From an optimization exercise on the open Yosys and OpenROAD flow, aimed at small area; shortcuts taken in it are not production practice.
Only simulation tests tie the RTL to the original design; equivalence was not proved.
Power is estimated from default activity; no workload was simulated.

[design/flow/design.v]
`default_nettype none
package skfd_pkg;
    localparam int FIFO_DEPTH = 32;
    localparam int CNT_W      = $clog2(FIFO_DEPTH + 1);
    localparam int COUNT_W    = 6;
    localparam logic [7:0] SC_EXT       = 8'hE0;
    localparam logic [7:0] SC_LSHIFT    = 8'h2A;
    localparam logic [7:0] SC_RSHIFT    = 8'h36;
    localparam logic [7:0] SC_LSHIFT_BR = 8'hAA;
    localparam logic [7:0] SC_RSHIFT_BR = 8'hB6;
    localparam logic [7:0] SC_CAPS      = 8'h3A;
    localparam logic [7:0] SC_TAB       = 8'h0F;
    localparam logic [7:0] SC_UP        = 8'h48;
    localparam logic [7:0] SC_DOWN      = 8'h50;
    localparam logic [7:0] SC_LEFT      = 8'h4B;
    localparam logic [7:0] SC_RIGHT     = 8'h4D;
    localparam logic [7:0] TOK_UP    = 8'hF1;
    localparam logic [7:0] TOK_DOWN  = 8'hF2;
    localparam logic [7:0] TOK_LEFT  = 8'hF3;
    localparam logic [7:0] TOK_RIGHT = 8'hF4;
    typedef enum logic [1:0] {
        MODE_SCAN     = 2'd0,
        MODE_POP      = 2'd1,
        MODE_CLEAR    = 2'd2,
        MODE_FLAG_CLR = 2'd3
    } mode_t;
    typedef struct packed {
        mode_t      mode;
        logic [7:0] scan_byte;
        logic       snapshot_enable;
    } cmd_t;
    typedef struct packed {
        logic               key_valid;
        logic [7:0]         key_char;
        logic [7:0]         key_scan;
        logic               key_pressed;
        logic [COUNT_W-1:0] fifo_count;
        logic               snapshot_saved;
        logic               snapshot_request;
    } evt_t;
    typedef struct packed {
        logic [7:0] ch;
        logic [7:0] scan;
        logic       pressed;
    } entry_t;
    localparam int ENTRY_W = 17;    
    typedef struct packed {
        logic   push;
        entry_t entry;
        logic   snap_req;
        logic   saved;
    } dec_t;
    typedef struct packed {
        logic shift;
        logic load;
    } cell_ctrl_t;
    function automatic logic [7:0] lower_char(input logic [6:0] code);
        logic [7:0] ch;
        case (code)
            7'h01: ch = 8'h1B;
            7'h02: ch = 8'h31;
            7'h03: ch = 8'h32;
            7'h04: ch = 8'h33;
            7'h05: ch = 8'h34;
            7'h06: ch = 8'h35;
            7'h07: ch = 8'h36;
            7'h08: ch = 8'h37;
            7'h09: ch = 8'h38;
            7'h0A: ch = 8'h39;
            7'h0B: ch = 8'h30;
            7'h0C: ch = 8'h2D;
            7'h0D: ch = 8'h3D;
            7'h0E: ch = 8'h08;
            7'h0F: ch = 8'h09;
            7'h10: ch = 8'h71;
            7'h11: ch = 8'h77;
            7'h12: ch = 8'h65;
            7'h13: ch = 8'h72;
            7'h14: ch = 8'h74;
            7'h15: ch = 8'h79;
            7'h16: ch = 8'h75;
            7'h17: ch = 8'h69;
            7'h18: ch = 8'h6F;
            7'h19: ch = 8'h70;
            7'h1A: ch = 8'h5B;
            7'h1B: ch = 8'h5D;
            7'h1C: ch = 8'h0A;
            7'h1E: ch = 8'h61;
            7'h1F: ch = 8'h73;
            7'h20: ch = 8'h64;
            7'h21: ch = 8'h66;
            7'h22: ch = 8'h67;
            7'h23: ch = 8'h68;
            7'h24: ch = 8'h6A;
            7'h25: ch = 8'h6B;
            7'h26: ch = 8'h6C;
            7'h27: ch = 8'h3B;
            7'h28: ch = 8'h27;
            7'h29: ch = 8'h60;
            7'h2B: ch = 8'h5C;
            7'h2C: ch = 8'h7A;
            7'h2D: ch = 8'h78;
            7'h2E: ch = 8'h63;
            7'h2F: ch = 8'h76;
            7'h30: ch = 8'h62;
            7'h31: ch = 8'h6E;
            7'h32: ch = 8'h6D;
            7'h33: ch = 8'h2C;
            7'h34: ch = 8'h2E;
            7'h35: ch = 8'h2F;
            7'h37: ch = 8'h2A;
            7'h39: ch = 8'h20;
            default: ch = 8'h00;
        endcase
        lower_char = ch;
    endfunction
    function automatic logic [7:0] upper_char(input logic [6:0] code);
        logic [7:0] ch;
        case (code)
            7'h01: ch = 8'h1B;
            7'h0E: ch = 8'h08;
            7'h0F: ch = 8'h09;
            7'h10: ch = 8'h51;
            7'h11: ch = 8'h57;
            7'h12: ch = 8'h45;
            7'h13: ch = 8'h52;
            7'h14: ch = 8'h54;
            7'h15: ch = 8'h59;
            7'h16: ch = 8'h55;
            7'h17: ch = 8'h49;
            7'h18: ch = 8'h4F;
            7'h19: ch = 8'h50;
            7'h1C: ch = 8'h0A;
            7'h1E: ch = 8'h41;
            7'h1F: ch = 8'h53;
            7'h20: ch = 8'h44;
            7'h21: ch = 8'h46;
            7'h22: ch = 8'h47;
            7'h23: ch = 8'h48;
            7'h24: ch = 8'h4A;
            7'h25: ch = 8'h4B;
            7'h26: ch = 8'h4C;
            7'h2C: ch = 8'h5A;
            7'h2D: ch = 8'h58;
            7'h2E: ch = 8'h43;
            7'h2F: ch = 8'h56;
            7'h30: ch = 8'h42;
            7'h31: ch = 8'h4E;
            7'h32: ch = 8'h4D;
            7'h39: ch = 8'h20;
            default: ch = 8'h00;
        endcase
        upper_char = ch;
    endfunction
    localparam logic [6:0] KEY_NONE = 7'h00;
    localparam logic [6:0] KC_UP    = 7'h7C;
    localparam logic [6:0] KC_DOWN  = 7'h7E;
    localparam logic [6:0] KC_LEFT  = 7'h7F;
    localparam logic [6:0] KC_RIGHT = 7'h7D;
    localparam logic [2:0] OP_NONE  = 3'd0;
    localparam logic [2:0] OP_PUSH  = 3'd1;
    localparam logic [2:0] OP_POP   = 3'd2;
    localparam logic [2:0] OP_CLEAR = 3'd3;
    localparam logic [2:0] OP_SNAP  = 3'd4;
    localparam logic [2:0] OP_FCLR  = 3'd5;
    localparam logic [511:0] LOWER_TAB = 512'h00000000000020002A002F2E2C6D6E627663787A5C0060273B6C6B6A686766647361000A5D5B706F697579747265777109083D2D303938373635343332311B00;
    localparam logic [63:0] IN_LOWER  = 64'h02BFFBFFDFFFFFFE;
    localparam logic [63:0] IN_CAPS   = 64'h0207F07FD3FFC002;
    localparam logic [63:0] IS_LETTER = 64'h0007F07FC3FF0000;
    function automatic logic [7:0] code_char(input logic [6:0] c);
        logic [7:0] ch;
        if (c[6] && c[5:2] == 4'b1111)
        begin
            case (c[1:0])
                2'b00:   ch = TOK_UP;
                2'b10:   ch = TOK_DOWN;
                2'b11:   ch = TOK_LEFT;
                default: ch = TOK_RIGHT;
            endcase
        end
        else
        begin
            ch = LOWER_TAB[8*c[5:0] +: 8];
            if (c[6])
                ch[5] = 1'b0;
        end
        code_char = ch;
    endfunction
    function automatic logic [7:0] code_scan(input logic [6:0] c);
        logic [7:0] sc;
        case (c)
            KC_UP:    sc = SC_UP;
            KC_DOWN:  sc = SC_DOWN;
            KC_LEFT:  sc = SC_LEFT;
            KC_RIGHT: sc = SC_RIGHT;
            default:  sc = {2'b00, c[5:0]};
        endcase
        code_scan = sc;
    endfunction
endpackage
`default_nettype wire
`default_nettype none
module scancode_key_decoder_fifo_top (
    input  wire logic            clk,
    input  wire logic            rst_n,
    input  wire logic            cmd_valid,
    output logic                 cmd_stall,
    input  wire logic [10:0]     cmd_in,
    output logic                 evt_valid,
    input  wire logic            evt_stall,
    output logic [25:0]          evt_out
);
    localparam int DEPTH = skfd_pkg::FIFO_DEPTH;
    logic [1:0] mode;
    logic [7:0] b;
    logic       en;
    assign mode = cmd_in[10:9];
    assign b    = cmd_in[8:1];
    assign en   = cmd_in[0];
    logic       prefix_reg, shift_reg, caps_reg, saved_reg;
    logic [5:0] count_reg;
    logic       out_valid_reg, skid_valid_reg;
    logic       out_req_reg;
    logic [6:0] out_key;
    logic [2:0] skid_op;
    logic [6:0] q [DEPTH];
    logic accept, take, exec;
    assign cmd_stall = skid_valid_reg;
    assign accept    = cmd_valid && !skid_valid_reg;
    assign take      = out_valid_reg && !evt_stall;
    assign exec      = skid_valid_reg ? take : (accept && (take || !out_valid_reg));
    logic       is_scan, is_ext, is_arrow, in_table, snap_key;
    logic       fresh_push, fresh_snap;
    logic [2:0] fresh_op;
    logic [6:0] fresh_key;
    logic       prefix_next, shift_next, caps_next;
    assign is_scan  = (mode == skfd_pkg::MODE_SCAN);
    assign is_ext   = (b == skfd_pkg::SC_EXT);
    assign is_arrow = (b == skfd_pkg::SC_UP) || (b == skfd_pkg::SC_DOWN) ||
                      (b == skfd_pkg::SC_LEFT) || (b == skfd_pkg::SC_RIGHT);
    assign in_table = !b[7] && !b[6] &&
                      (caps_reg ? skfd_pkg::IN_CAPS[b[5:0]] : skfd_pkg::IN_LOWER[b[5:0]]);
    assign snap_key = (b == skfd_pkg::SC_TAB) && shift_reg && en;
    assign fresh_push = is_scan && (prefix_reg ? is_arrow : (in_table && !snap_key));
    assign fresh_snap = is_scan && !prefix_reg && snap_key;
    assign fresh_key  = prefix_reg ? {5'b11111, b[4] | b[1], b[0]}
                                   : {caps_reg && skfd_pkg::IS_LETTER[b[5:0]], b[5:0]};
    always_comb
    begin
        case (mode)
            skfd_pkg::MODE_SCAN:  fresh_op = fresh_push ? skfd_pkg::OP_PUSH :
                                             fresh_snap ? skfd_pkg::OP_SNAP : skfd_pkg::OP_NONE;
            skfd_pkg::MODE_POP:   fresh_op = skfd_pkg::OP_POP;
            skfd_pkg::MODE_CLEAR: fresh_op = skfd_pkg::OP_CLEAR;
            default:              fresh_op = skfd_pkg::OP_FCLR;
        endcase
    end
    always_comb
    begin
        prefix_next = prefix_reg;
        shift_next  = shift_reg;
        caps_next   = caps_reg;
        if (is_scan)
        begin
            prefix_next = is_ext;
            if (!is_ext && !prefix_reg)
            begin
                if (b == skfd_pkg::SC_LSHIFT || b == skfd_pkg::SC_RSHIFT)
                    shift_next = 1'b1;
                if (b == skfd_pkg::SC_LSHIFT_BR || b == skfd_pkg::SC_RSHIFT_BR)
                    shift_next = 1'b0;
                if (b == skfd_pkg::SC_CAPS)
                    caps_next = !caps_reg;
            end
        end
    end
    always_ff @(posedge clk or negedge rst_n)
    begin
        if (!rst_n)
        begin
            prefix_reg <= 1'b0;
            shift_reg  <= 1'b0;
            caps_reg   <= 1'b0;
        end
        else if (accept)
        begin
            prefix_reg <= prefix_next;
            shift_reg  <= shift_next;
            caps_reg   <= caps_next;
        end
    end
    logic [2:0] op;
    logic       is_key, is_pop, is_clr, is_snap, is_fclr;
    logic       full, nonempty, push;
    assign op       = skid_valid_reg ? skid_op : fresh_op;
    assign is_key   = (op == skfd_pkg::OP_PUSH);
    assign is_pop   = (op == skfd_pkg::OP_POP);
    assign is_clr   = (op == skfd_pkg::OP_CLEAR);
    assign is_snap  = (op == skfd_pkg::OP_SNAP);
    assign is_fclr  = (op == skfd_pkg::OP_FCLR);
    assign full     = count_reg[5];
    assign nonempty = (count_reg != 6'd0);
    assign push     = accept && fresh_push;
    always_ff @(posedge clk or negedge rst_n)
    begin
        if (!rst_n)
        begin
            count_reg <= '0;
            saved_reg <= 1'b0;
        end
        else if (exec)
        begin
            if (is_key && !full)
                count_reg <= count_reg + 6'd1;
            else if (is_pop && nonempty)
                count_reg <= count_reg - 6'd1;
            else if (is_clr)
                count_reg <= '0;
            if (is_snap)
                saved_reg <= 1'b1;
            else if (is_fclr)
                saved_reg <= 1'b0;
        end
    end
    always_ff @(posedge clk)
    begin
        if (push)
        begin
            q[0] <= fresh_key;
            for (int i = 1; i < DEPTH; i++)
                q[i] <= q[i-1];
        end
    end
    always_ff @(posedge clk or negedge rst_n)
    begin
        if (!rst_n)
        begin
            out_valid_reg  <= 1'b0;
            skid_valid_reg <= 1'b0;
        end
        else
        begin
            if (take || !out_valid_reg)
                out_valid_reg <= skid_valid_reg || accept;
            if (take)
                skid_valid_reg <= 1'b0;
            else if (out_valid_reg && accept)
                skid_valid_reg <= 1'b1;
        end
    end
    logic [6:0] qr [DEPTH];
    logic [6:0] head;
    for (genvar j = 0; j < DEPTH; j++)
    begin : g_qr
        assign qr[j] = q[(j + DEPTH - 1) % DEPTH];
    end
    assign head = qr[count_reg[4:0]];
    always_ff @(posedge clk)
    begin
        if (!skid_valid_reg)
            skid_op <= fresh_op;
        if (take || !out_valid_reg)
        begin
            out_req_reg <= is_snap;
            out_key     <= (is_pop && nonempty) ? head : skfd_pkg::KEY_NONE;
        end
    end
    logic [7:0] key_char, key_scan;
    assign key_char = skfd_pkg::code_char(out_key);
    assign key_scan = skfd_pkg::code_scan(out_key);
    assign evt_valid = out_valid_reg;
    logic key_valid;
    assign key_valid = (out_key != skfd_pkg::KEY_NONE);
    assign evt_out   = {key_valid, key_char, key_scan, key_valid,
                        count_reg, saved_reg, out_req_reg};
endmodule
`default_nettype wire
[design/flow/flow/run.sh]
#!/bin/bash
# Own layout flow: the standard flow (standard.sh, all ORFS steps unchanged) with
#  - synthesis as synth_recipe.tcl makes it, except that ABC maps the logic with an
#    area-oriented script (flow/heavy.abc) in place of ORFS's abc_area.script;
#  - a clock tree of clkbuf_4/clkbuf_8 without dummy loads;
#  - buf_1 cells as the port buffers.
# Each tool's full output: ORFS's logs under orfs/logs, make's output in flow_make.log.
set -euo pipefail
W=$(pwd)
F=$W/flow

cat > "$W/own_synth.tcl" <<TCL
# synth_recipe.tcl with ABC's script replaced
proc abc {args} {
  set i [lsearch -exact \$args -script]
  if { \$i >= 0 } { lset args [expr { \$i + 1 }] {$F/heavy.abc} }
  yosys abc {*}\$args
}
source {$W/synth_recipe.tcl}
TCL

cat > "$W/own_config.mk" <<MK
include $W/config.mk
export CTS_ARGS = -sink_clustering_enable -repair_clock_nets -buf_list {sky130_fd_sc_hd__clkbuf_4 sky130_fd_sc_hd__clkbuf_8} -dont_use_dummy_load -sink_clustering_size 16 -sink_clustering_max_diameter 70
export BUFFER_PORTS_ARGS = -buffer_cell sky130_fd_sc_hd__buf_1
MK

bash "$W/standard.sh" DESIGN_CONFIG="$W/own_config.mk" SYNTH_SCRIPT="$W/own_synth.tcl" finish > "$W/flow_make.log" 2>&1
[design/flow/flow/heavy.abc]
strash
dch -f
map -a
strash
dch -f
map -a
strash
dch -f
map -a
strash
dch -f
map -a
strash
dch -f
map -a
strash
dch -f
map -a
strash
dch -f
map -a
strash
dch -f
map -a
strash
dch -f
&get -n
&nf -p -R 20
&put
topo
[design/flow/standard.sh]
#!/bin/bash
# synth_recipe.tcl (not shown) runs the flow's synth.tcl, then flattens the netlist and writes it again
# the make line also repeats each setting of config.mk as NAME=value (left out here)
make -C /OpenROAD-flow-scripts/flow DESIGN_CONFIG=/design/flow/config.mk WORK_HOME=/design/flow/orfs CLKGATE_MAP_FILE= SYNTH_SCRIPT=/design/flow/synth_recipe.tcl "${@:-finish}"
[design/flow/config.mk]
export PLATFORM = sky130hd
export DESIGN_NAME = scancode_key_decoder_fifo_top
export DESIGN_NICKNAME = scancode_key_decoder_fifo_top
export VERILOG_FILES = /design/flow/design.v
export SDC_FILE = /design/flow/constraint.sdc
export NUM_CORES = 4
export LEC_CHECK = 0
export ABC_AREA = 1
export CAP_MARGIN = 20
export CORE_MARGIN = 2
export CORE_UTILIZATION = 60
export CTS_BUF_LIST = sky130_fd_sc_hd__clkbuf_4 sky130_fd_sc_hd__clkbuf_8
export GPL_TIMING_DRIVEN = 0
export SLEW_MARGIN = 20
[design/flow/constraint.sdc]
create_clock -name core_clock -period 4.0 [get_ports {clk}]
set_input_delay 0.8000 -clock core_clock [delete_from_list [all_inputs] [get_ports {clk}]]
set_output_delay 0.8000 -clock core_clock [all_outputs]
set_load 0.01 [all_outputs]
==> run_results.csv, run 1 <==
group,metric,value,unit
worst_hold_path,hold_class,"input port to async pin",
layout,fin_cells,990,
place,dp.cells,967,
synthesis,synthFlopType,"edfxtp_1",
floorplanning,fp-row-count,47,
layout,seqCellArea,7330,sq um
global_routing,grt_pass1_vias,6550,
clocking,clkTransAtPathRegs,0.10,ns
sta,hold_viol_final,0,
sta,slew_headroom,0.271,
drt,vias_per_cell,6.94,
flow_run,drv_cap,0,
sta,period_share,0.913,
place,place.gp.congestion,0.887,
layout,final_nets,805,
worst_setup_path,rr_worst_depth,7,
sta,drv_slew,0,
synthesis,synthesis.instances,693,
sta,fin_hold_ws,0.271,ns
drt,wl_per_cell,25.6,um
layout,layout_common_cells,"232 x edfxtp_1, 67 x a22oi_1, 52 x nand2_1",
worst_setup_path,worstSetupStartpointType,"flip-flop",
worst_setup_path,required,3.20,ns
pwr,fin_total_pwr,5.63,mW
synthesis,synth_area_leaders,"edfxtp_1 69%, a22oi_1 5.0%, dfrtp_1 3.0%",
worst_setup_path,crit_arrival,2.85,ns
global_routing,grt_antenna_before_repair,0,
floorplanning,die_y,134,um
sta,rsz0062_at_grt,"false",
sta,worst_pin_slew,1.09,ns
floorplanning,die_area,18000,sq um
synthesis,yosysSeqAreaShare,0.722,
floorplanning,start_util,0.612,
sta,fin_tns_setup,0,ns
clocking,cts.htree.levels,1,
worst_setup_path,endpoint_kind,"output pin",
synthesis,syn_avg_cell_area,14.6,sq um
clocking,clock_latency,0.53,ns
clocking,numCtsBuffers,19,
drt,drc,0,
drt,vias,6866,
layout,drive_gt1_frac,0.0675,
synthesis,yosysWarnings,3,
drt,ant_nets,0,
pwr,power_density,504,nW/um^2
sta,finalClockSkew,0.0401,ns
layout,layout_commonest_cell,"edfxtp_1",
global_routing,grt_usage,0.286,
synthesis,netlist_area,10100,sq um
synthesis,netlist.area_leader.share,0.687,
worst_setup_path,crit_type,"flip-flop to output pin",
layout,antenna_cells,0,
floorplanning,die_w,134,um
synthesis,yosys.area.top_type,"edfxtp_1",
drt,drtPass1Iterations,7,
global_routing,grt-ovfl-total,0,
global_routing,grt_pass1_wl,38.7,mm
layout,area_growth,10.1,%
clocking,clock_path_buffers,3,
sta,max_freq,274,MHz
synthesis,synth-edff-count,232,
place,port_buffers,41,
layout,multi_input_area,2740,sq um
worst_setup_path,cp_max_fo,23,
pwr,ir_worst_vdd,301,uV
clocking,ctsRootBufferMaster,"clkbuf_8",
pwr,p_leak,3.56,nW
sta,period_minus_slack,3.65,ns
layout,fillers,1230,
global_routing,grt_max_degree,29,
status,status,"finished clean",
clocking,tritoncts,"done",
synthesis,ys_types,56,
floorplanning,ios,43,
drt,drt_iter0_markers,1084,
place,hpwl,17.3,mm
floorplanning,core,16600,sq um
synthesis,ys_seq_elements,247,
synthesis,async_reset_ff_frac,0.0486,
sta,setup-violations-final,0,
layout,largest_reg_flops,224,
clocking,clock_sinks,247,
drt,drt_wl_total,25.3,mm
==> repair_timing <==
item	4_1_cts	5_1_grt
setup endpoints to repair	0	3
hold buffers	0	0
gates resized for setup	0	1
setup buffers	0	4
==> layer usage <==
metal	wire length, um	vias to the layer above	track usage
met5	0	-	0
met3	2910	65	0.0748
met2	11200	427	0.425
met1	10500	3402	0.428
li1	-	2972	-
met4	678	0	0.0749
==> through the flow <==
stage	setup slack, ns	util	area [sq um]
floorplan	-1.43	-	10200
global route	0.105	0.674	11200
detailed placement	0.0935	0.656	10900
finish	0.346	0.674	11200
CTS	0.148	0.671	11100
global placement	-2.87	0.638	10600
==> path summary, 6_finish.rpt <==
| kind | from | endpoint | slack [ns] |
|---|---|---|---|
| worst min-delay path | rst_n | count_reg[0]$_DFFE_PN0P_ | 0.27 |
| worst max-delay path | out_key[2]$_SDFFCE_PN0N_ | evt_out[22] | 0.35 |
| worst max register to register | count_reg[4]$_DFFE_PN0P_ | out_key[3]$_SDFFCE_PN0N_ | 0.60 |
| worst min register to register | q[11][0]$_DFFE_PP_ | q[12][0]$_DFFE_PP_ | 0.44 |
| max in group asynchronous | rst_n | count_reg[2]$_DFFE_PN0P_ | 3.30 |
| min in group core_clock | q[11][0]$_DFFE_PP_ | q[12][0]$_DFFE_PP_ | 0.44 |
==> worst max-delay path, stage by stage (launching register included) <==
cell,delay [ns]
edfxtp_1,0.85
clkinv_1,0.47
ha_1,0.40
a21oi_1,0.06
nor4_1,0.30
o21ai_0,0.13
buf_1,0.16
==> layout make-up <==
type | instances | share of cell area
sequential | 247 | 0.656
multi-input combinational | 419 | 0.245
timing repair buffer | 58 | 0.0393
tap | 220 | 0.0246
clock buffer | 19 | 0.0234
inverter | 21 | 0.00739
buffer | 6 | 0.00403
==> kinds of logic (layout without fill, tap and decap cells) <==
kind of cell | Yosys count | in the layout | synth area share
fa+ha+maj | 18 | 18 | 0.0222
mux | 8 | 8 | 0.00950
simple gates | 195 | 195 | 0.0934
flops | 247 | 247 | 0.722
buf+inv | 27 | 104 | 0.0122
xor+xnor | 3 | 3 | 0.00259
other cells | 1 | 1 | 0.000370
compound gates | 194 | 194 | 0.138
==> where the power goes <==
group | total (mW) | switching (mW) | internal, mW
clock network | 1.17 | 0.740 | 0.429
registers | 3.04 | 0.167 | 2.88
logic | 1.42 | 0.903 | 0.517
==> Yosys cell counts, types with 8 or more instances <==
master and n:
nand3_1 27, nand4_1 10, clkinv_1 21, a222oi_1 21
ha_1 18, a221oi_1 8, dfrtp_1 12, nand2_1 52
a21oi_1 39, a22oi_1 67, nor3_1 20, edfxtp_1 232
nor2_1 47, o21ai_0 18
==> inputs of run 2 (changes only) <==
--- a/design/flow/flow/heavy.abc
+++ b/design/flow/flow/heavy.abc
@@ -25,6 +25,6 @@
 strash
 dch -f
 &get -n
-&nf -p -R 20
+&nf -a -p -R 50
 &put
 topo
==> run_results.csv, run 2 <==
group,metric,value,unit
sta,hold_viol_final,0,
status,status,"finished clean",
global_routing,grt_pass1_wl,38.4,mm
global_routing,grt_usage,0.287,
worst_setup_path,required,3.20,ns
global_routing,grt_max_degree,29,
place,post-place-ws,-0.114,ns
sta,finalClockSkew,0.0209,ns
layout,fillers,1185,
layout,final_nets,792,
synthesis,synth_area_leaders,"edfxtp_1 69%, a22oi_1 4.9%, dfrtp_1 3.0%",
drt,vias_per_cell,6.95,
sta,rsz0062_at_grt,"false",
sta,slew_headroom,0.238,
synthesis,yosysWarnings,3,
floorplanning,die_area,17900,sq um
drt,drt_iter0_markers,1007,
sta,fin_tns_setup,0,ns
floorplanning,die_w,134,um
layout,final_core_util,0.676,
clocking,numCtsBuffers,19,
worst_setup_path,endpoint_kind,"output pin",
sta,fin_ws,0.128,ns
flow_run,drv_cap,0,
layout,largest_reg_flops,224,
synthesis,yosysSeqAreaShare,0.723,
global_routing,grt_pass1_vias,6360,
drt,drtPass1Iterations,6,
synthesis,async_reset_ff_frac,0.0486,
synthesis,synth_most_common_cell,"edfxtp_1",
clocking,clkTransAtPathRegs,0.10,ns
worst_setup_path,cp_max_fo,11,
floorplanning,ios,43,
synthesis,netlist.area_leader.share,0.687,
sta,max_freq,258,MHz
sta,fin_hold_ws,0.288,ns
floorplanning,core,16500,sq um
drt,vias,6791,
synthesis,synth-simple-area-share,0.0901,
synthesis,synth_fa_ha_area_frac,0.0222,
global_routing,grt-ovfl-total,0,
layout,area_growth,10.3,%
synthesis,netlist_area,10100,sq um
drt,drc,0,
worst_setup_path,crit_arrival,3.07,ns
place,hpwl,17.0,mm
synthesis,synth-edff-count,232,
global_routing,grt_antenna_before_repair,0,
sta,period_minus_slack,3.87,ns
clocking,clock_latency,0.52,ns
place,place.gp.congestion,0.910,
place,port_buffers,41,
layout,fin_cells,977,
drt,wl_per_cell,26.1,um
clocking,clock_path_buffers,3,
pwr,ir_worst_vdd,336,uV
pwr,power_density,505,nW/um^2
floorplanning,start_util,0.613,
pwr,p_leak,3.56,nW
sta,drv_slew,0,
sta,setup-violations-final,0,
clocking,cts.htree.levels,1,
synthesis,ys_seq_elements,247,
floorplanning,die_y,134,um
clocking,clock_sinks,247,
worst_setup_path,worstSetupStartpointType,"flip-flop",
drt,ant_nets,0,
synthesis,synth_xor_xnor_area_share,0.00259,
synthesis,synthFlopType,"edfxtp_1",
layout,layout_commonest_cell,"edfxtp_1",
synthesis,synth_mux_area_frac,0.0116,
drt,drt_wl_total,25.5,mm
sta,worst_pin_slew,1.14,ns
worst_hold_path,hold_class,"input port to async pin",
clocking,hold_buffers,0,
floorplanning,fp-row-count,47,
synthesis,synthesis.instances,683,
layout,drive_gt1_frac,0.0700,
synthesis,syn_avg_cell_area,14.8,sq um
clocking,tritoncts,"done",
clocking,ctsRootBufferMaster,"clkbuf_8",
sta,period_share,0.968,
synthesis,synth_compound_area_frac,0.139,
synthesis,ys_types,56,
layout,layout_common_cells,"232 x edfxtp_1, 66 x a22oi_1, 46 x nor2_1",
synthesis,yosys.area.top_type,"edfxtp_1",
synthesis,synth_top_family_by_area,"compound AO/OA/AOI/OAI gates",
layout,antenna_cells,0,
place,dp.cells,958,
synthesis,synth_common_cells,"232 x edfxtp_1, 66 x a22oi_1, 46 x nor2_1",
worst_setup_path,crit_type,"flip-flop to output pin",
-- run 2: cell types whose count changed after synthesis, sizes merged, moves of 2 or more --
cell	delta
nand2b	+4
nand4b	-2
clkinv	-4
and2	+3
or2	-2
nor2b	+2
o21ai	-4
nand2	-10
and3	+2
o21a	+2
nor3	-3
-- run 2: kinds of logic (layout without fill, tap and decap cells) --
logic type,after synthesis,after routing
and+or+nand+nor,187,187
other,1,1
buffers and inverters,23,97
AOI/OAI and AO/OA,194,194
DFF,247,247
muxes,10,10
xor gates and xnor gates,3,3
adders and majority gates,18,18
-- run 2: layout make-up --
cell class | count | area, sq um | share of cell area
multi-input combinational | 413 | 2770 | 0.248
buffer | 6 | 45.0 | 0.00403
inverter | 17 | 67.6 | 0.00605
clock buffer | 19 | 262 | 0.0234
timing repair buffer | 55 | 424 | 0.0380
tap | 220 | 275 | 0.0246
sequential | 247 | 7330 | 0.656
-- run 2: repair_timing --
item / CTS / global route
resized for setup: 0 / 1
endpoints found under the setup margin: 0 / 1
setup buffers: 0 / 0
-- run 2: through the flow --
step,total power [mW],instance area [sq um]
6_report,5.65,11200
5_1_grt,5.85,11200
4_1_cts,5.62,11200
3_5_place_dp,4.48,10900
3_3_place_gp,4.39,10600
2_1_floorplan,3.93,10200
-- run 2: per-layer routing --
metal,track usage,share of wire
met1,0.420,0.39
met5,0,0
met2,0.444,0.47
met4,0.0709,0.024
met3,0.0692,0.11
-- run 2: path summary, 6_finish.rpt --
kind	start	endpoint	slack [ns]	cells past startpoint
worst min register to register	q[11][3]$_DFFE_PP_	q[12][3]$_DFFE_PP_	0.46	0
min in group core_clock	q[11][3]$_DFFE_PP_	q[12][3]$_DFFE_PP_	0.46	0
worst min-delay path	rst_n	count_reg[3]$_DFFE_PN0P_	0.29	1
worst max-delay path	out_key[1]$_SDFFCE_PN0N_	evt_out[17]	0.13	8
worst max register to register	count_reg[4]$_DFFE_PN0P_	out_key[4]$_SDFFCE_PN0N_	0.54	7
max in group asynchronous	rst_n	prefix_reg$_DFFE_PN0P_	3.25	1
-- run 2: where the power goes --
part,total (mW),switching (mW),internal [mW]
combinational,1.41,0.899,0.515
clock,1.18,0.749,0.429
sequential,3.05,0.178,2.88
-- run 2: critical path, cell delays in order, from the launching register on --
cell	delay (ns)
edfxtp_1	0.68
clkinvlp_4	0.36
ha_1	0.43
nor2_1	0.09
nor2_1	0.18
o31a_1	0.19
a31oi_1	0.05
o311ai_0	0.37
buf_1	0.20
==> inputs of run 3 (changes only) <==
==> design/flow/flow/heavy.abc (replaced) <==
strash
dch -f
map -a
strash
dch -f
map -a
strash
dch -f
map -a
topo
==> run_results.csv, run 3 <==
group,metric,value,unit
status,status,"finished clean",
floorplanning,ios,43,
worst_setup_path,endpoint_kind,"output pin",
pwr,intPower,3.76,mW
pwr,p_leak,3.53,nW
pwr,power_density,503,nW/um^2
sta,slew_headroom,0.256,
synthesis,async_reset_ff_frac,0.0486,
clocking,numCtsBuffers,19,
worst_setup_path,rr_endpoint,"out_key[6]$_SDFFCE_PN0N_",
worst_setup_path,crit_type,"flip-flop to output pin",
worst_setup_path,cp_slowest_cell,"edfxtp_1",
pwr,power.share.switching,0.330,
pwr,ir_worst_vdd,346,uV
worst_setup_path,cp_max_fo,10,
clocking,tritoncts,"done",
sta,max_freq,262,MHz
pwr,clock_power_share,0.210,
sta,rsz0062_at_grt,"false",
place,dpl-instance-area,10900,sq um
synthesis,ys_types,38,
place,port_buffers,41,
sta,drv_slew,0,
drt,wl_per_cell,23.9,um
worst_setup_path,required,3.20,ns
clocking,cts.htree.levels,1,
synthesis,synth-edff-count,232,
sta,worst_pin_slew,1.11,ns
sta,period_minus_slack,3.82,ns
synthesis,yosysSeqAreaShare,0.711,
synthesis,netlist_area,10300,sq um
synthesis,ys_seq_elements,247,
sta,finalClockSkew,0.0295,ns
synthesis,netlist.area_leader.share,0.676,
worst_setup_path,crit_arrival,3.02,ns
synthesis,yosysWarnings,3,
pwr,p_sw,1.85,mW
layout,final_nets,886,
worst_setup_path,rr_worst_depth,10,
floorplanning,die_y,135,um
drt,drc,0,
layout,area_growth,8.35,%
worst_setup_path,worstSetupStartpointType,"flip-flop",
sta,hold_viol_final,0,
floorplanning,start_util,0.617,
synthesis,synthFlopType,"edfxtp_1",
drt,ant_nets,0,
drt,drtPass1Iterations,6,
layout,drive_gt1_frac,0.0517,
layout,layout_common_cells,"232 x edfxtp_1, 86 x nor2_1, 81 x clkinv_1",
drt,vias,7108,
clocking,clock_latency,0.53,ns
clocking,clock_sinks,247,
pwr,power.sequential.fraction,0.531,
drt,drt_iter0_markers,1086,
global_routing,grt_pass1_vias,6603,
floorplanning,die_w,135,um
worst_hold_path,hold_class,"input port to async pin",
clocking,hold_buffers,0,
clocking,ctsRootBufferMaster,"clkbuf_8",
place,hpwl,17.2,mm
clocking,clock_path_buffers,3,
global_routing,grt_usage,0.283,
floorplanning,die_area,18200,sq um
floorplanning,core,16700,sq um
sta,period_share,0.955,
clocking,clkTransAtPathRegs,0.11,ns
synthesis,synth_area_leaders,"edfxtp_1 68%, a22oi_1 5.2%, nor2_1 3.2%",
worst_setup_path,crit_path_cell_trace,"clkinv_1, ha_1, clkinv_1, nor2_1, clkinv_1, a221oi_1, a2bb2oi_1, o311ai_0, buf_1",
worst_setup_path,reg2reg_setup_slack,0.46,ns
pwr,p_comb_frac,0.260,
worst_setup_path,cpPeakStageDelay,0.59,ns
synthesis,synth_common_cells,"232 x edfxtp_1, 88 x nor2_1, 84 x clkinv_1",
layout,final_core_util,0.669,
global_routing,grt_antenna_before_repair,0,
floorplanning,fp-row-count,47,
global_routing,grt-ovfl-total,0,
global_routing,grt_pass1_wl,38.5,mm
global_routing,grt_max_degree,65,
synthesis,synth_most_common_cell,"edfxtp_1",
sta,setup-violations-final,0,
layout,largest_reg_flops,224,
worst_setup_path,r2r_start,"count_reg[2]$_DFFE_PN0P_",
place,place.gp.congestion,0.895,
layout,antenna_cells,0,
drt,vias_per_cell,6.64,
synthesis,yosys.area.top_type,"edfxtp_1",
synthesis,synthesis.instances,785,
synthesis,syn_avg_cell_area,13.1,sq um
layout,fin_area,11200,sq um
worst_setup_path,cp_common_cell,"clkinv_1",
layout,layout_commonest_cell,"edfxtp_1",
flow_run,drv_cap,0,
drt,drt_wl_total,25.5,mm
-- run 3: cell count changes after synthesis, moves of 15 or more --
cell and change:
o21ai_0 +15, clkinv_1 +67, a222oi_1 -21, a221oi_1 +17, nand2_1 +31, nor2_1 +42
-- run 3: what timing repair did --
action                     CTS  global route
setup endpoints to repair   17            72
setup buffers                2             0
resized for setup            4             6
-- run 3: worst max path at each step --
stage,startpoint,to,depth (start not counted)
6_report,out_key[0]$_SDFFCE_PN0N_,evt_out[18],9
5_1_grt,cmd_in[1],count_reg[1]$_DFFE_PN0P_,17
4_1_cts,cmd_in[4],count_reg[1]$_DFFE_PN0P_,17
3_5_place_dp,cmd_in[4],count_reg[1]$_DFFE_PN0P_,17
3_3_place_gp,cmd_in[4],q[29][1]$_DFFE_PP_,8
2_1_floorplan,cmd_in[2],q[0][0]$_DFFE_PP_,10
-- run 3: critical path, delay by kind of cell (launching register included) --
kind,cells,cell delay [ns]
DFF,1,0.59
buffers and inverters,4,0.69
and+or+nand+nor,1,0.32
AOI/OAI and AO/OA,3,0.71
adders and majority gates,1,0.18
-- run 3: power by group through the flow --
stage	combinational (mW)	clock (mW)	sequential, mW
floorplan	0.915	0	3.03
global placement	1.35	0	3.05
detailed placement	1.38	0	3.05
CTS	1.42	1.20	2.97
global route	1.58	1.28	2.99
finish	1.46	1.18	2.98
-- run 3: cells by family (layout without fill, tap and decap cells) --
kind of cell | after synthesis | count (layout) | synth area share
buffers and inverters | 90 | 156 | 0.0350
XOR/XNOR | 5 | 5 | 0.00425
AND/OR/NAND/NOR | 219 | 219 | 0.0896
other | 1 | 1 | 0.000364
AO/OA/AOI/OAI | 205 | 205 | 0.138
flip-flops | 247 | 247 | 0.711
adder cells (fa/ha/maj) | 18 | 18 | 0.0219
-- run 3: per-layer routing --
layer  vias to the layer above  part of all wire  global-route usage
met5                         -                 0                   0
met4                         0             0.024              0.0718
met3                        53              0.10              0.0383
met2                       450              0.47               0.454
met1                      3466              0.40               0.417
li1                       3139                 -                   -
-- run 3: cell type report --
class | count | area, sq um
multi-input combinational | 448 | 2680
fill | 1226 | 5530
inverter | 84 | 318
buffer | 6 | 45.0
sequential | 247 | 7330
timing repair buffer | 47 | 259
clock buffer | 19 | 262
tap | 220 | 275
-- run 3: stage by stage --
stage	setup slack, ns	hold WS [ns]	setup TNS (ns)	total power, mW	instances
3_5_place_dp	-0.640	0.434	-26.47	4.44	1050
4_1_cts	0.105	0.289	0	5.59	1071
5_1_grt	0.0131	0.323	0	5.85	1071
3_3_place_gp	-0.831	0.430	-186.15	4.40	1046
6_report	0.178	0.281	0	5.61	1071
2_1_floorplan	0.219	0.426	0	3.94	785
==> inputs of run 4 (changes only) <==
==> design/flow/flow/heavy.abc (replaced) <==
strash
dch -f
map -a
strash
dch -f
map -a
strash
dch -f
map -a
strash
dch -f
map -a
strash
dch -f
map -a
topo
==> run_results.csv, run 4 <==
group,metric,value,unit
status,status,"finished clean",
worst_setup_path,cp_max_fo,7,
floorplanning,die_y,135,um
clocking,hold_buffers,0,
layout,final_nets,881,
place,port_buffers,41,
drt,routed.top_layer,"met4",
sta,worst_pin_slew,1.13,ns
worst_setup_path,required,4.30,ns
sta,slew_headroom,0.242,
pwr,power.sequential.fraction,0.523,
global_routing,grt_antenna_before_repair,0,
place,place.gp.congestion,0.884,
synthesis,yosys.area.top_type,"edfxtp_1",
synthesis,synthFlopType,"edfxtp_1",
drt,drt_wl_total,25.8,mm
worst_setup_path,crit_arrival,4.12,ns
layout,drive_gt1_frac,0.0556,
pwr,p_leak,3.51,nW
clocking,tritoncts,"done",
worst_setup_path,worstSetupEndpoint,"out_key[5]$_SDFFCE_PN0N_",
sta,setup-violations-final,0,
synthesis,netlist_area,10300,sq um
layout,fin_area,11100,sq um
drt,vias_per_cell,6.54,
layout,antenna_cells,0,
synthesis,synthesis.instances,779,
flow_run,drv_cap,0,
layout,area_growth,8.13,%
drt,drc,0,
worst_setup_path,r2r_start,"count_reg[1]$_DFFE_PN0P_",
sta,max_freq,262,MHz
synthesis,ys_seq_elements,247,
floorplanning,core,16600,sq um
worst_setup_path,worstSetupStartpointType,"flip-flop",
drt,ant_nets,0,
layout,fin_cells,1066,
clocking,numCtsBuffers,19,
worst_setup_path,crit_start,"count_reg[1]$_DFFE_PN0P_",
global_routing,grt_usage,0.286,
pwr,power.share.switching,0.337,
pwr,ir_worst_vdd,313,uV
synthesis,async_reset_ff_frac,0.0486,
synthesis,synth_common_cells,"232 x edfxtp_1, 92 x nor2_1, 74 x nand2_1",
place,dp.cells,1043,
drt,wl_met2,11.8,mm
layout,multi_input_area,2660,sq um
floorplanning,fp-row-count,47,
sta,fin_tns_setup,0,ns
global_routing,grt_max_degree,60,
layout,layout_commonest_cell,"edfxtp_1",
clocking,ctsRootBufferMaster,"clkbuf_8",
worst_setup_path,rr_worst_depth,12,
synthesis,netlist.area_leader.share,0.679,
sta,period_minus_slack,3.82,ns
floorplanning,die_w,135,um
sta,rsz0062_at_grt,"false",
drt,wl_met1,10.2,mm
drt,vias,6967,
pwr,power_density,518,nW/um^2
synthesis,synth-edff-count,232,
global_routing,grt_pass1_vias,6628,
synthesis,synth_area_leaders,"edfxtp_1 68%, a22oi_1 4.8%, nor2_1 3.4%",
sta,finalClockSkew,0.0438,ns
floorplanning,die_area,18200,sq um
clocking,clock_sinks,247,
sta,period_share,0.956,
drt,drt_iter0_markers,842,
synthesis,syn_avg_cell_area,13.2,sq um
layout,layout_common_cells,"232 x edfxtp_1, 92 x nor2_1, 73 x nand2_1",
global_routing,grt-ovfl-total,0,
worst_hold_path,hold_class,"input port to async pin",
clocking,clock_path_buffers,3,
drt,wl_per_cell,24.2,um
synthesis,yosysSeqAreaShare,0.714,
synthesis,yosysWarnings,3,
global_routing,grt_pass1_wl,38.6,mm
sta,hold_viol_final,0,
worst_setup_path,endpoint_kind,"flip-flop",
drt,wl_met3,2.75,mm
pwr,p_comb_frac,0.273,
worst_setup_path,crit_type,"flip-flop to flip-flop",
floorplanning,start_util,0.617,
place,hpwl,17.6,mm
floorplanning,ios,43,
pwr,p_sw,1.94,mW
worst_setup_path,rr_endpoint,"out_key[5]$_SDFFCE_PN0N_",
place,dpl-instance-area,10800,sq um
clocking,cts.htree.levels,1,
clocking,clock_latency,0.53,ns
pwr,intPower,3.81,mW
synthesis,synth_most_common_cell,"edfxtp_1",
sta,drv_slew,0,
layout,fillers,1201,
drt,drtPass1Iterations,5,
layout,largest_reg_flops,224,
synthesis,ys_types,38,
pwr,clock_power_share,0.204,
worst_setup_path,reg2reg_setup_slack,0.18,ns
clocking,clkTransAtPathRegs,0.10,ns
pwr,fin_total_pwr,5.75,mW
layout,seqCellArea,7330,sq um
==> run 4: changes by cell type after synthesis, moves of 5 or more <==
| cell | change |
|---|---|
| clkinv_1 | -16 |
| a21oi_1 | +8 |
| nand3_1 | +8 |
| a31oi_1 | -7 |
| a22oi_1 | -6 |
| a221oi_1 | -5 |
==> run 4: layout make-up <==
type | count | area share
Clock buffer | 19 | 0.0236
Multi-Input combinational cell | 458 | 0.240
Tap cell | 220 | 0.0248
Inverter | 68 | 0.0239
Buffer | 6 | 0.00406
Timing Repair Buffer | 48 | 0.0238
Sequential cell | 247 | 0.660
==> run 4: worst max-delay path, cell delays in order, from the launching register on <==
cell and delay (ns):
dfrtp_1 0.49, clkinv_1 0.12, ha_1 0.35, clkinv_1 0.22
nor2_1 0.27, clkinv_1 0.19, nor2_1 0.88, a22oi_1 0.25
nand4_1 0.17, a221oi_1 0.06, nand4_1 0.12, a21oi_1 0.06
a41oi_1 0.41
==> run 4: power groups by stage <==
stage                     combinational, mW  clock [mW]  sequential [mW]
after floorplan                       0.978           0             3.05
after global placement                 1.46           0             3.07
after detailed placement               1.49           0             3.08
after CTS                              1.52        1.19             3.01
after global routing                   1.71        1.26             3.02
final                                  1.57        1.17             3.01
==> run 4: per-layer routing <==
metal  vias up  global-route usage
li1       3120                   -
met1      3338               0.397
met2       443               0.449
met3        66              0.0702
met4         0              0.0953
met5         -                   0
==> run 4: through the flow <==
step	worst slack (ns)	util	hold slack [ns]
after global routing	0.00711	0.667	0.340
after floorplan	0.276	-	0.419
after CTS	0.174	0.665	0.280
after detailed placement	-0.330	0.648	0.434
final	0.177	0.667	0.278
after global placement	-0.451	0.643	0.428
==> run 4: how the worst min path moves through the flow <==
stage               depth (start not counted)                        to  slack [ns]                from
global placement                            0        q[23][2]$_DFFE_PP_        0.43  q[22][2]$_DFFE_PP_
CTS                                         1  count_reg[2]$_DFFE_PN0P_        0.28               rst_n
detailed placement                          0        q[29][5]$_DFFE_PP_        0.43  q[28][5]$_DFFE_PP_
finish                                      1  count_reg[2]$_DFFE_PN0P_        0.28               rst_n
global route                                1  count_reg[2]$_DFFE_PN0P_        0.34               rst_n
floorplan                                   0        q[10][3]$_DFFE_PP_        0.42   q[9][3]$_DFFE_PP_
==> run 4: kinds of logic (layout without fill, tap and decap cells) <==
logic type               Yosys count  count (layout)  synth area share
AO/OA/AOI/OAI                    198             198             0.133
XOR/XNOR                           3               3           0.00256
adder cells (fa/ha/maj)           18              18            0.0219
buffers and inverters             74             141            0.0292
flip-flops                       247             247             0.714
other                              1               1          0.000365
AND/OR/NAND/NOR                  238             238            0.0996
==> run 4: repair_timing <==
item / 4_1_cts / 5_1_grt
buffers inserted: 2 / 2
pin swaps: 0 / 1
gates resized for setup: 3 / 5
cloned: 0 / 0
endpoints found under the setup margin: 11 / 46
==> inputs of run 5 (changes only) <==
--- a/design/flow/config.mk
+++ b/design/flow/config.mk
@@ -6,9 +6,9 @@
 export NUM_CORES = 4
 export LEC_CHECK = 0
 export ABC_AREA = 1
-export CAP_MARGIN = 20
+export CAP_MARGIN = 0
 export CORE_MARGIN = 2
 export CORE_UTILIZATION = 60
 export CTS_BUF_LIST = sky130_fd_sc_hd__clkbuf_4 sky130_fd_sc_hd__clkbuf_8
 export GPL_TIMING_DRIVEN = 0
-export SLEW_MARGIN = 20
+export SLEW_MARGIN = 0
==> run_results.csv, run 5 <==
group,metric,value,unit
sta,max_freq,265,MHz
drt,vias_per_cell,6.61,
pwr,ir_worst_vdd,301,uV
layout,fillers,1182,
worst_setup_path,required,4.30,ns
floorplanning,core,16600,sq um
worst_setup_path,crit_arrival,4.08,ns
sta,fin_ws,0.222,ns
synthesis,synthesis.instances,779,
worst_setup_path,endpoint_kind,"flip-flop",
sta,hold_viol_final,0,
synthesis,netlist_area,10300,sq um
pwr,power.share.switching,0.338,
synthesis,yosys.area.top_type,"edfxtp_1",
sta,period_share,0.945,
clocking,numCtsBuffers,19,
clocking,clock_sinks,247,
global_routing,grt_usage,0.288,
place,post-place-ws,-0.312,ns
clocking,tritoncts,"done",
synthesis,synthFlopType,"edfxtp_1",
pwr,p_sw,1.95,mW
floorplanning,fp-row-count,47,
sta,rsz0062_at_grt,"false",
clocking,clock_path_buffers,3,
sta,setup-violations-final,0,
place,place.gp.congestion,0.884,
worst_setup_path,cpLargestDelayFamily,"simple AND/OR/NAND/NOR gates",
synthesis,synth_area_leaders,"edfxtp_1 68%, a22oi_1 4.8%, nor2_1 3.4%",
worst_setup_path,cpPeakStageDelay,0.77,ns
clocking,ctsRootBufferMaster,"clkbuf_8",
layout,multi_input_area,2660,sq um
drt,wl_per_cell,24.3,um
drt,drt_iter0_markers,963,
sta,worst_pin_slew,1.12,ns
worst_setup_path,cp_num_buf_inv,3,
synthesis,async_reset_ff_frac,0.0486,
clocking,hold_buffers,0,
worst_setup_path,cp_max_fo,7,
place,port_buffers,41,
floorplanning,ios,43,
global_routing,grt_pass1_vias,6656,
synthesis,ys_seq_elements,247,
worst_setup_path,crit_path_cell_trace,"clkinv_1, ha_1, clkinv_1, nor2_1, clkinv_1, nor2_1, a22oi_1, nand4_1, a221oi_1, nand4_1, a221oi_1, nand4_1, a21oi_1, a41oi_1",
synthesis,ys_types,38,
synthesis,yosysWarnings,3,
worst_setup_path,worstSetupStartpointType,"flip-flop",
layout,drive_gt1_frac,0.0566,
worst_hold_path,hold_class,"input port to async pin",
global_routing,grt_max_degree,82,
synthesis,synth-edff-count,232,
layout,seqCellArea,7330,sq um
worst_setup_path,cp_slowest_cell,"nor2_1",
synthesis,synth_common_cells,"232 x edfxtp_1, 92 x nor2_1, 74 x nand2_1",
synthesis,netlist.area_leader.share,0.679,
clocking,clkTransAtPathRegs,0.10,ns
layout,final_nets,883,
global_routing,grt-ovfl-total,0,
sta,period_minus_slack,3.78,ns
sta,fin_tns_setup,0,ns
drt,vias,7057,
pwr,intPower,3.81,mW
pwr,p_leak,3.51,nW
layout,largest_reg_flops,224,
drt,ant_nets,0,
flow_run,drv_cap,0,
floorplanning,die_w,135,um
sta,finalClockSkew,0.0473,ns
synthesis,yosysSeqAreaShare,0.714,
pwr,clock_power_share,0.205,
global_routing,grt_antenna_before_repair,0,
pwr,p_comb_frac,0.274,
worst_setup_path,crit_type,"flip-flop to flip-flop",
sta,drv_slew,0,
clocking,cts.htree.levels,1,
pwr,power_density,519,nW/um^2
drt,drtPass1Iterations,5,
floorplanning,start_util,0.617,
status,status,"finished clean",
layout,layout_commonest_cell,"edfxtp_1",
layout,layout_common_cells,"232 x edfxtp_1, 91 x nor2_1, 74 x nand2_1",
floorplanning,die_area,18200,sq um
clocking,clock_latency,0.55,ns
floorplanning,die_y,135,um
global_routing,grt_pass1_wl,38.8,mm
synthesis,syn_avg_cell_area,13.2,sq um
layout,antenna_cells,0,
synthesis,synth_most_common_cell,"edfxtp_1",
pwr,power.sequential.fraction,0.521,
drt,drc,0,
layout,area_growth,8.01,%
sta,slew_headroom,0.251,
drt,drt_wl_total,26.0,mm
place,hpwl,17.5,mm
-- run 5: stage by stage --
stage	cell area [sq um]	hold WS, ns	power [mW]	utilization	instances
final	11100	0.280	5.76	0.666	1068
after global routing	11100	0.317	5.99	0.666	1068
after CTS	11000	0.278	5.72	0.664	1064
after detailed placement	10800	0.434	4.56	0.647	1043
after global placement	10700	0.428	4.54	0.643	1040
after floorplan	10300	0.419	4.03	-	779
-- run 5: path summary, 6_finish.rpt --
| kind | from | cells past startpoint | slack (ns) | to |
|---|---|---|---|---|
| setup / recovery | count_reg[0]$_DFFE_PN0P_ | 14 | 0.22 | out_key[5]$_SDFFCE_PN0N_ |
| hold / removal | rst_n | 1 | 0.28 | count_reg[0]$_DFFE_PN0P_ |
| setup reg to reg | count_reg[0]$_DFFE_PN0P_ | 14 | 0.22 | out_key[5]$_SDFFCE_PN0N_ |
| hold reg to reg | q[6][5]$_DFFE_PP_ | 0 | 0.43 | q[7][5]$_DFFE_PP_ |
| max in group asynchronous | rst_n | 1 | 3.26 | shift_reg$_DFFE_PN0P_ |
| min in group core_clock | q[6][5]$_DFFE_PP_ | 0 | 0.43 | q[7][5]$_DFFE_PP_ |
-- run 5: power by group through the flow --
stage	sequential, mW	clock, mW	combinational [mW]
global placement	3.07	0	1.46
global route	3.01	1.27	1.72
floorplan	3.05	0	0.978
detailed placement	3.08	0	1.49
finish	3.00	1.18	1.58
CTS	3.00	1.20	1.52
-- run 5: cell families after synthesis --
| group | share of synthesized area |
|---|---|
| compound gates | 0.133 |
| xor+xnor | 0.00256 |
| fa+ha+maj | 0.0219 |
| buf+inv | 0.0292 |
| flops | 0.714 |
| other cells | 0.000365 |
| simple gates | 0.0996 |
-- run 5: cell type report --
cell class,count,area share
Clock buffer,19,0.0236
Multi-Input combinational cell,458,0.239
Sequential cell,247,0.661
Buffer,6,0.00406
Timing Repair Buffer,50,0.0238
Tap cell,220,0.0248
Inverter,68,0.0236
-- run 5: what timing repair did --
item,CTS,global route
buffers inserted,2,4
pin swaps,0,0
gates resized for setup,3,3
endpoints found under the setup margin,11,13
-- run 5: per-layer routing --
layer	share of wire	GRT usage	up-vias
met4	0.036	0.104	0
met5	0	0	-
met3	0.10	0.0773	67
met2	0.46	0.449	456
met1	0.40	0.396	3399
li1	-	-	3135
-- run 5: worst register-to-register path, cell delays in order, from the launching register on --
cell and delay (ns):
dfrtp_1 0.48, clkinv_1 0.14, ha_1 0.32, clkinv_1 0.22, nor2_1 0.25, clkinv_1 0.15
nor2_1 0.78, a22oi_1 0.20, nand4_1 0.16, a221oi_1 0.07, nand4_1 0.11, a221oi_1 0.06
nand4_1 0.11, a21oi_1 0.06, a41oi_1 0.42
==> inputs of run 6 (changes only) <==
--- a/design/flow/flow/run.sh
+++ b/design/flow/flow/run.sh
@@ -3,7 +3,8 @@
 #  - synthesis as synth_recipe.tcl makes it, except that ABC maps the logic with an
 #    area-oriented script (flow/heavy.abc) in place of ORFS's abc_area.script;
 #  - a clock tree of clkbuf_4/clkbuf_8 without dummy loads;
-#  - buf_1 cells as the port buffers.
+#  - buf_1 cells as the port buffers;
+#  - no timing repair at floorplan (REMOVE_ABC_BUFFERS), only the later, placed repairs.
 # Each tool's full output: ORFS's logs under orfs/logs, make's output in flow_make.log.
 set -euo pipefail
 W=$(pwd)
@@ -23,6 +24,7 @@
 include $W/config.mk
 export CTS_ARGS = -sink_clustering_enable -repair_clock_nets -buf_list {sky130_fd_sc_hd__clkbuf_4 sky130_fd_sc_hd__clkbuf_8} -dont_use_dummy_load -sink_clustering_size 16 -sink_clustering_max_diameter 70
 export BUFFER_PORTS_ARGS = -buffer_cell sky130_fd_sc_hd__buf_1
+export REMOVE_ABC_BUFFERS = 1
 MK
 
 bash "$W/standard.sh" DESIGN_CONFIG="$W/own_config.mk" SYNTH_SCRIPT="$W/own_synth.tcl" finish > "$W/flow_make.log" 2>&1
==> run_results.csv, run 6 <==
group,metric,value,unit
floorplanning,die_area,18200,sq um
pwr,p_sw,1.95,mW
clocking,clock_latency,0.54,ns
clocking,tritoncts,"done",
drt,vias_per_cell,6.64,
worst_setup_path,crit_type,"flip-flop to flip-flop",
synthesis,ys_seq_elements,247,
sta,drv_slew,0,
layout,fin_area,11000,sq um
worst_setup_path,rr_endpoint,"out_key[5]$_SDFFCE_PN0N_",
drt,wl_per_cell,24.2,um
synthesis,syn_avg_cell_area,13.2,sq um
global_routing,grt_pass1_wl,38.3,mm
sta,period_minus_slack,3.80,ns
global_routing,grt-ovfl-total,0,
clocking,clkTransAtPathRegs,0.10,ns
sta,hold_viol_final,0,
synthesis,yosys.area.top_type,"edfxtp_1",
layout,layout_common_cells,"232 x edfxtp_1, 92 x nor2_1, 74 x nand2_1",
synthesis,synth_most_common_cell,"edfxtp_1",
pwr,power.share.switching,0.340,
worst_setup_path,r2r_start,"count_reg[0]$_DFFE_PN0P_",
floorplanning,start_util,0.617,
worst_setup_path,required,4.27,ns
global_routing,use_met2,0.437,
worst_hold_path,hold_class,"input port to async pin",
pwr,power_density,522,nW/um^2
sta,setup-violations-final,0,
place,dp.cells,1036,
flow_run,drv_cap,0,
synthesis,synth-edff-count,232,
drt,drc,0,
layout,fin_cells,1059,
worst_setup_path,crit_arrival,4.07,ns
sta,period_share,0.949,
pwr,intPower,3.80,mW
floorplanning,fp-row-count,47,
drt,ant_nets,0,
global_routing,grt_pass1_vias,6537,
synthesis,synthesis.instances,779,
layout,drive_gt1_frac,0.0465,
global_routing,grt_antenna_before_repair,0,
layout,antenna_cells,0,
sta,worst_pin_slew,1.07,ns
sta,finalClockSkew,0.0514,ns
drt,drt_iter0_markers,840,
global_routing,top_usage_layer,"met2",
global_routing,grt_use_met3,0.0623,
clocking,clock_sinks,247,
clocking,ctsRootBufferMaster,"clkbuf_8",
floorplanning,die_y,135,um
layout,final_core_util,0.662,
worst_setup_path,endpoint_kind,"flip-flop",
layout,layout_commonest_cell,"edfxtp_1",
global_routing,met1_usage,0.410,
synthesis,async_reset_ff_frac,0.0486,
drt,vias,7028,
pwr,p_leak,3.47,nW
clocking,numCtsBuffers,19,
status,status,"finished clean",
pwr,power.sequential.fraction,0.523,
worst_setup_path,worstSetupEndpoint,"out_key[5]$_SDFFCE_PN0N_",
synthesis,yosysWarnings,3,
place,place.gp.congestion,0.888,
worst_setup_path,crit_start,"count_reg[0]$_DFFE_PN0P_",
layout,largest_reg_flops,224,
clocking,clock_path_buffers,3,
sta,max_freq,263,MHz
place,port_buffers,41,
layout,final_nets,874,
synthesis,ys_types,38,
global_routing,grt_usage,0.282,
drt,drt_wl_total,25.7,mm
layout,area_growth,7.36,%
pwr,p_comb_frac,0.272,
place,hpwl,17.5,mm
synthesis,netlist_area,10300,sq um
worst_setup_path,reg2reg_setup_slack,0.20,ns
worst_setup_path,rr_worst_depth,14,
place,dpl-instance-area,10700,sq um
global_routing,grt_max_degree,82,
sta,rsz0062_at_grt,"false",
worst_setup_path,cp_max_fo,7,
synthesis,synthFlopType,"edfxtp_1",
drt,drtPass1Iterations,5,
worst_setup_path,worstSetupStartpointType,"flip-flop",
sta,fin_tns_setup,0,ns
clocking,cts.htree.levels,1,
floorplanning,core,16600,sq um
sta,slew_headroom,0.285,
pwr,clock_power_share,0.205,
floorplanning,ios,43,
synthesis,netlist.area_leader.share,0.679,
pwr,ir_worst_vdd,317,uV
clocking,hold_buffers,0,
synthesis,synth_area_leaders,"edfxtp_1 68%, a22oi_1 4.8%, nor2_1 3.4%",
synthesis,yosysSeqAreaShare,0.714,
floorplanning,die_w,135,um
synthesis,synth_common_cells,"232 x edfxtp_1, 92 x nor2_1, 74 x nand2_1",
==> run 6: cell count changes in the layout (fill, tap and decap cells not counted), sizes merged <==
cell	change
buf	-9
==> run 6: layout make-up <==
cell class / instances / area (sq um)
Sequential cell: 247 / 7330
Fill cell: 1252 / 5620
Multi-Input combinational cell: 458 / 2660
Tap cell: 220 / 275
Clock buffer: 19 / 262
Inverter: 68 / 262
Timing Repair Buffer: 47 / 239
==> run 6: through the flow <==
stage / hold WS [ns] / power, mW / setup slack [ns]
after floorplan: 0.419 / 4.01 / -0.882
after global placement: 0.429 / 4.53 / -1.89
after detailed placement: 0.432 / 4.56 / -0.0883
after CTS: 0.288 / 5.70 / 0.128
after global routing: 0.322 / 5.97 / 0.0361
final: 0.264 / 5.75 / 0.204
==> run 6: layer usage <==
| layer | vias up | part of all wire |
|---|---|---|
| met1 | 3448 | 0.41 |
| met5 | - | 0 |
| met4 | 0 | 0.024 |
| met3 | 53 | 0.10 |
| li1 | 3117 | - |
| met2 | 410 | 0.46 |
==> run 6: critical path: stages, from the launching register on <==
cell	delay, ns
dfrtp_1	0.48
clkinv_1	0.13
ha_1	0.34
clkinv_1	0.26
nor2_1	0.25
clkinv_1	0.14
nor2_1	0.78
a22oi_1	0.16
nand4_1	0.17
a221oi_1	0.07
nand4_1	0.12
a221oi_1	0.07
nand4_1	0.14
a21oi_1	0.06
a41oi_1	0.34
==> run 6: worst min-delay path by stage <==
stage / start / endpoint / slack [ns]
after floorplan: q[9][3]$_DFFE_PP_ / q[10][3]$_DFFE_PP_ / 0.42
after global placement: q[23][6]$_DFFE_PP_ / q[24][6]$_DFFE_PP_ / 0.43
after detailed placement: q[25][0]$_DFFE_PP_ / q[26][0]$_DFFE_PP_ / 0.43
after CTS: rst_n / count_reg[5]$_DFFE_PN0P_ / 0.29
after global routing: rst_n / count_reg[5]$_DFFE_PN0P_ / 0.32
final: rst_n / count_reg[4]$_DFFE_PN0P_ / 0.26
==> run 6: power by group through the flow <==
stage,logic [mW],registers (mW),clock network [mW]
3_3_place_gp,1.45,3.08,0
2_1_floorplan,0.950,3.06,0
5_1_grt,1.69,3.02,1.26
4_1_cts,1.51,3.01,1.19
3_5_place_dp,1.48,3.08,0
6_report,1.57,3.01,1.18
==> run 6: kinds of logic after synthesis <==
family | count (synthesis) | synth area share
xor gates and xnor gates | 3 | 0.00256
AOI/OAI and AO/OA | 198 | 0.133
buffers and inverters | 74 | 0.0292
adders and majority gates | 18 | 0.0219
other | 1 | 0.000365
and+or+nand+nor | 238 | 0.0996
DFF | 247 | 0.714
==> run 6: what timing repair did <==
item | 4_1_cts | 5_1_grt
buffers inserted | 2 | 2
gates cloned | 0 | 0
setup endpoints to repair | 11 | 8
gates resized for setup | 4 | 3
pin swaps | 0 | 0
==> inputs of run 7 (changes only) <==
--- a/design/flow/config.mk
+++ b/design/flow/config.mk
@@ -6,9 +6,9 @@
 export NUM_CORES = 4
 export LEC_CHECK = 0
 export ABC_AREA = 1
-export CAP_MARGIN = 0
+export CAP_MARGIN = 20
 export CORE_MARGIN = 2
 export CORE_UTILIZATION = 60
 export CTS_BUF_LIST = sky130_fd_sc_hd__clkbuf_4 sky130_fd_sc_hd__clkbuf_8
 export GPL_TIMING_DRIVEN = 0
-export SLEW_MARGIN = 0
+export SLEW_MARGIN = 20
==> run_results.csv, run 7 <==
group,metric,value,unit
floorplanning,start_util,0.617,
sta,setup-violations-final,0,
pwr,clock_power_share,0.205,
worst_setup_path,crit_path_cell_trace,"clkinv_1, ha_1, clkinv_1, nor2_1, clkinv_1, nor2_1, a22oi_1, nand4_1, a221oi_1, nand4_1, a221oi_1, nand4_1, a21oi_1, a41oi_1",
sta,drv_slew,0,
worst_setup_path,endpoint_kind,"flip-flop",
floorplanning,die_area,18200,sq um
layout,fillers,1213,
layout,layout_commonest_cell,"edfxtp_1",
synthesis,synth_mux_area_frac,0,
clocking,hold_buffers,0,
drt,drt_iter0_markers,963,
worst_setup_path,required,4.27,ns
synthesis,ys_seq_elements,247,
layout,antenna_cells,0,
synthesis,yosys.area.top_type,"edfxtp_1",
place,place.gp.congestion,0.888,
drt,wl_met3,2.96,mm
worst_setup_path,cpPeakStageDelay,0.81,ns
worst_setup_path,crit_arrival,4.13,ns
drt,vias_per_cell,6.66,
layout,fin_area,11100,sq um
floorplanning,die_y,135,um
synthesis,async_reset_ff_frac,0.0486,
drt,wl_per_cell,24.2,um
synthesis,synth_compound_area_frac,0.133,
clocking,cts.htree.levels,1,
clocking,clock_path_buffers,3,
sta,max_freq,259,MHz
place,hpwl,17.5,mm
drt,wl_met2,11.5,mm
global_routing,grt_antenna_before_repair,1,
clocking,numCtsBuffers,19,
clocking,tritoncts,"done",
synthesis,synth_common_cells,"232 x edfxtp_1, 92 x nor2_1, 74 x nand2_1",
layout,area_growth,7.75,%
sta,period_minus_slack,3.86,ns
synthesis,netlist.area_leader.share,0.679,
synthesis,synth_area_leaders,"edfxtp_1 68%, a22oi_1 4.8%, nor2_1 3.4%",
synthesis,yosysSeqAreaShare,0.714,
floorplanning,die_w,135,um
place,dpl-instance-area,10700,sq um
pwr,intPower,3.80,mW
floorplanning,fp-row-count,47,
synthesis,yosysWarnings,3,
pwr,p_leak,3.48,nW
worst_setup_path,cp_max_fo,7,
floorplanning,ios,43,
pwr,power.sequential.fraction,0.523,
synthesis,syn_avg_cell_area,13.2,sq um
worst_setup_path,worstSetupStartpointType,"flip-flop",
layout,final_nets,876,
clocking,clock_sinks,247,
floorplanning,core,16600,sq um
synthesis,ys_types,38,
clocking,clock_latency,0.54,ns
pwr,p_comb_frac,0.272,
synthesis,synth_top_family_by_area,"compound AO/OA/AOI/OAI gates",
synthesis,synth_fa_ha_area_frac,0.0219,
sta,fin_tns_setup,0,ns
global_routing,grt_pass1_vias,6597,
global_routing,grt_usage,0.283,
clocking,ctsRootBufferMaster,"clkbuf_8",
sta,slew_headroom,0.275,
sta,hold_viol_final,0,
pwr,p_sw,1.95,mW
drt,routed.top_layer,"met5",
synthesis,netlist_area,10300,sq um
synthesis,synth_xor_xnor_area_share,0.00256,
synthesis,synth_most_common_cell,"edfxtp_1",
synthesis,synthesis.instances,779,
layout,largest_reg_flops,224,
worst_setup_path,crit_type,"flip-flop to flip-flop",
global_routing,grt_max_degree,62,
sta,fin_ws,0.137,ns
drt,ant_nets,0,
layout,final_core_util,0.665,
drt,vias,7071,
synthesis,synthFlopType,"edfxtp_1",
drt,wl_met1,10.1,mm
synthesis,synth-simple-area-share,0.0996,
sta,fin_hold_ws,0.279,ns
pwr,ir_worst_vdd,301,uV
global_routing,grt-ovfl-total,0,
status,status,"finished clean",
synthesis,synth-edff-count,232,
flow_run,drv_cap,0,
sta,rsz0062_at_grt,"false",
drt,drtPass1Iterations,5,
pwr,power.share.switching,0.339,
sta,finalClockSkew,0.0450,ns
worst_setup_path,cp_slowest_cell,"nor2_1",
layout,layout_common_cells,"232 x edfxtp_1, 92 x nor2_1, 74 x nand2_1",
worst_hold_path,hold_class,"input port to async pin",
sta,period_share,0.966,
place,post-place-ws,-0.113,ns
place,port_buffers,41,
global_routing,grt_pass1_wl,38.4,mm
clocking,clkTransAtPathRegs,0.10,ns
sta,worst_pin_slew,1.08,ns
drt,drc,0,
pwr,power_density,519,nW/um^2
layout,drive_gt1_frac,0.0488,
drt,drt_wl_total,25.6,mm
## run 7: metrics by stage
step / power (mW) / cells
final: 5.74 / 1061
after global routing: 5.99 / 1061
after CTS: 5.71 / 1059
after detailed placement: 4.55 / 1038
after global placement: 4.53 / 1034
after floorplan: 4.01 / 773
## run 7: routing by layer
metal  up-vias  GRT usage
li1       3122          -
met1      3407      0.403
met2       465      0.430
met3        73     0.0717
met4         4     0.0918
met5         -     0.0361
## run 7: repair_timing
item,in CTS,in global routing
buffers inserted,2,2
pin swaps,0,0
gates resized for setup,4,3
endpoints found under the setup margin,11,10
## run 7: kinds of logic after synthesis
logic type                 count (synthesis)
DFF                                      247
and+or+nand+nor                          238
AOI/OAI and AO/OA                        198
buffers and inverters                     74
adders and majority gates                 18
xor gates and xnor gates                   3
other                                      1
## run 7: cell type report
| cell class | instances | area, sq um | share of cell area |
|---|---|---|---|
| clock buffers | 19 | 262 | 0.0236 |
| flip-flops and latches | 247 | 7330 | 0.662 |
| well taps | 220 | 275 | 0.0249 |
| repair buffers | 49 | 279 | 0.0252 |
| multi-input cells | 458 | 2660 | 0.240 |
| inverters | 68 | 262 | 0.0236 |
## run 7: power by group through the flow
stage	registers (mW)	clock network, mW	logic (mW)
finish	3.00	1.18	1.56
global route	3.02	1.28	1.69
CTS	3.01	1.20	1.51
detailed placement	3.08	0	1.47
global placement	3.08	0	1.45
floorplan	3.06	0	0.950
## run 7: final timing paths
path,start,slack (ns),cells past startpoint,end
max in group asynchronous,rst_n,3.31,1,shift_reg$_DFFE_PN0P_
max reg2reg,count_reg[0]$_DFFE_PN0P_,0.14,14,out_key[5]$_SDFFCE_PN0N_
max,count_reg[0]$_DFFE_PN0P_,0.14,14,out_key[5]$_SDFFCE_PN0N_
min,rst_n,0.28,1,count_reg[3]$_DFFE_PN0P_
min in group core_clock,q[8][5]$_DFFE_PP_,0.41,0,q[9][5]$_DFFE_PP_
min reg2reg,q[8][5]$_DFFE_PP_,0.41,0,q[9][5]$_DFFE_PP_
## run 7: critical path: cells and delay by family (launching register included)
kind	cells	cell delay, ns
simple gates	5	1.46
buf+inv	3	0.52
compound gates	5	0.78
fa+ha+maj	1	0.36
flops	1	0.48

[separate check: timing with driven ports]
No port has a modelled driver above. Below, the same layouts with a new extraction and two added sets of constraints.
Step 1, drivers: a clkbuf_16 drives clk and a buf_2 each remaining input, both assumed.
Step 2 moves the port delays by t, midway between the first and last clock arrival at a register: inputs arrive t later, outputs are due t later. That takes back most of the time a late clock gives input paths.
Slacks: ideal ports / drivers / drivers and shift; pairs: ideal ports / drivers.
run	t, ns	setup slack, ns	latest minus earliest clock arrival (ns)	worst register clock-pin slew, ns
run 1	0.552	0.346 / 0.305 / 0.074	0.042 / 0.042	0.11 / 0.11
run 2	0.550	0.128 / 0.086 / -0.192	0.021 / 0.021	0.10 / 0.10
run 3	0.557	0.178 / 0.138 / -0.218	0.030 / 0.030	0.11 / 0.11
run 4	0.555	0.177 / 0.177 / -0.206	0.044 / 0.044	0.11 / 0.11
run 5	0.570	0.222 / 0.211 / -0.103	0.048 / 0.047	0.11 / 0.11
run 6	0.554	0.204 / 0.204 / 0.027	0.052 / 0.052	0.11 / 0.11
run 7	0.560	0.137 / 0.137 / 0.016	0.046 / 0.046	0.11 / 0.11
Met with ideal ports but missed after step 2: setup timing in run 2, run 3, run 4 and run 5. For run 3, which loses most, drivers alone change the setup slack by -0.040 ns; drivers and shift together by -0.396 ns.
